Context: an optimization exercise on an open-source flow, tuned for small area and few clock cycles per item. The choices shown serve that exercise and are no tape-out recipe.
Function was checked by simulation only, so behaviour that the tests miss may differ from the original.

Design yuv420_crop_rotate_mirror_address, start of the top module:
module yuv420_crop_rotate_mirror_address (
  input  logic                                 clk,
  input  logic                                 rst_n,
  input  logic                                 cfg_psel,
  input  logic                                 cfg_penable,
  input  logic                                 cfg_pwrite,
  input  logic [yuvcrm_pkg::CFG_ADDR_W-1:0]    cfg_paddr,
  input  logic [yuvcrm_pkg::CFG_DATA_W-1:0]    cfg_pwdata,
  output logic [yuvcrm_pkg::CFG_DATA_W-1:0]    cfg_prdata,
  output logic                                 cfg_pready,
  input  logic                                 in_tvalid,
  output logic                                 in_tready,
  input  logic [31:0]                          in_tdata,   
  input  logic [yuvcrm_pkg::PLANE_W-1:0]       in_tuser,   
  output logic                                 out_tvalid,
  input  logic                                 out_tready,
  output logic [31:0]                          out_tdata,  
  output logic [yuvcrm_pkg::PLANE_W-1:0]       out_tuser   
);
Size in the first run: about 150 I/O pins, roughly 13000 um^2 of cells after synthesis.
Settings: LEC_CHECK=0, ABC_AREA=1, CAP_MARGIN=20, CORE_MARGIN=2, CORE_UTILIZATION=40, CTS_BUF_LIST=sky130_fd_sc_hd__clkbuf_8, SLEW_MARGIN=20; clock period 6.0 ns.
standard.sh (not shown) runs the stock make flow with config.mk's settings and CLKGATE_MAP_FILE= SYNTH_SCRIPT=/design/flow/synth_recipe.tcl, a recipe that flattens the netlist after the stock synthesis.
==> flow/flow/run.sh <==
#!/bin/bash
# The standard layout (the standard.sh: ORFS synthesis through finish), with one
# change: the buffers that placement puts on every input and output port are the
# platform's smallest plain buffer instead of the cell buffer_ports picks by itself.
set -euo pipefail
export BUFFER_PORTS_ARGS="-buffer_cell sky130_fd_sc_hd__buf_1"
bash standard.sh > standard.log 2>&1
The first run finished with timing, DRC and antenna clean.
Testbench counts at the start, summed over its fixed seeds: cycles 58,814, items 58,788.
Rerun with:
==> flow/flow/run.sh (replaced) <==
#!/bin/bash
# The standard layout (the standard.sh: ORFS synthesis through finish), with two
# changes: the buffers that placement puts on every input and output port are the
# platform's smallest plain buffer instead of the cell buffer_ports picks by itself, and
# clock tree synthesis adds no dummy loads to balance the tree.
set -euo pipefail
export BUFFER_PORTS_ARGS="-buffer_cell sky130_fd_sc_hd__buf_1"
export CTS_ARGS="-sink_clustering_enable -repair_clock_nets -buf_list sky130_fd_sc_hd__clkbuf_8 -dont_use_dummy_load"
bash standard.sh > standard.log 2>&1
Result: The changed run ran to the end with no violations; core utilization drops by 0.42 points; critical path depth increases by 3; setup slack improves by 0.0088 ns; die area is unchanged; non-clock buffer count does not change; cell count drops by 0.74%; clock-buffer cell count fell by 3; wire length stays flat.

========
yuv420_crop_rotate_mirror_address, a different RTL version from the one above (not shown whole).
For scale: ~1300 cells after synthesis, about 150 I/O pins, ~14000 um^2 of cells after synthesis.
clock: 6.0 ns
lec_check: 0
cap_margin: 20
core_margin: 2
core_utilization: 55
cts_buf_list: sky130_fd_sc_hd__clkbuf_8
slew_margin: 20
==> flow/flow/run.sh <==
#!/bin/bash
# The standard layout (the standard.sh: ORFS synthesis through finish), with one
# change: the buffers that placement puts on every input and output port are the
# platform's smallest plain buffer instead of the cell buffer_ports picks by itself.
set -euo pipefail
export BUFFER_PORTS_ARGS="-buffer_cell sky130_fd_sc_hd__buf_1"
bash standard.sh > standard.log 2>&1
Testbench counts at the start, summed over its fixed seeds: cycles 58,814, items 58,788.
Then changed:
Settings changed: CORE_UTILIZATION 55 to 40.
=>
- The changed run produced a clean layout
- final cell count increases by a little under a tenth
- die area went up by well over a third
- routed wire length drops by a few percent
- setup slack is better by 56 ps
- hold slack improved by 7.7 ps
- global-route usage shrinks by 8.2 points
- via count is lower slightly
- core utilization decreases by 16 points
- fmax is higher slightly
- cell area goes up slightly
- count of clock-buffer cells in the layout is higher by 1
Then changed:
Settings changed: ABC_AREA from default to 1.
The changed run ran to the end with no violations.
Critical path depth is unchanged.
Maximum frequency came out lower by about 1.5%.
Final cell count came out higher by 13%.
Cell area came out lower by about 0.8%.

port drivers added, routing unchanged:
The flow's constraints put no driver on any port. The routed layouts listed below were extracted and timed again, unchanged, in two steps. Step 1 assumes that a clkbuf_16 drives the clock port and a buf_2 every other input. Step 2 adds t to the input delays and takes it off the output delays; t is the mean of the earliest and latest rising clock arrival at the registers after step 1. Input paths then give back, and output paths get back, about the clock's delay inside the block. Three values: no drivers, after step 1, after step 2; two values: the first two.
| run | t, ns | setup WS [ns] | clock arrival spread, ns |
|---|---|---|---|
| the first run of note 1 | 0.534 | 0.478 / 0.478 / 0.460 | 0.021 / 0.021 |
| the second run of note 1 | 0.516 | 0.487 / 0.487 / 0.441 | 0.031 / 0.031 |
| the first run of note 2 | 0.506 | 0.222 / 0.222 / 0.196 | 0.019 / 0.019 |
| the second run of note 2 | 0.540 | 0.278 / 0.278 / 0.278 | 0.021 / 0.021 |
| the third run of note 2 | 0.538 | 0.192 / 0.192 / 0.192 | 0.023 / 0.024 |
After both steps setup and hold are still met in every run listed. For the second run of note 1, which loses most, drivers alone change the setup slack by 0.000 ns; drivers and shift together by -0.046 ns.
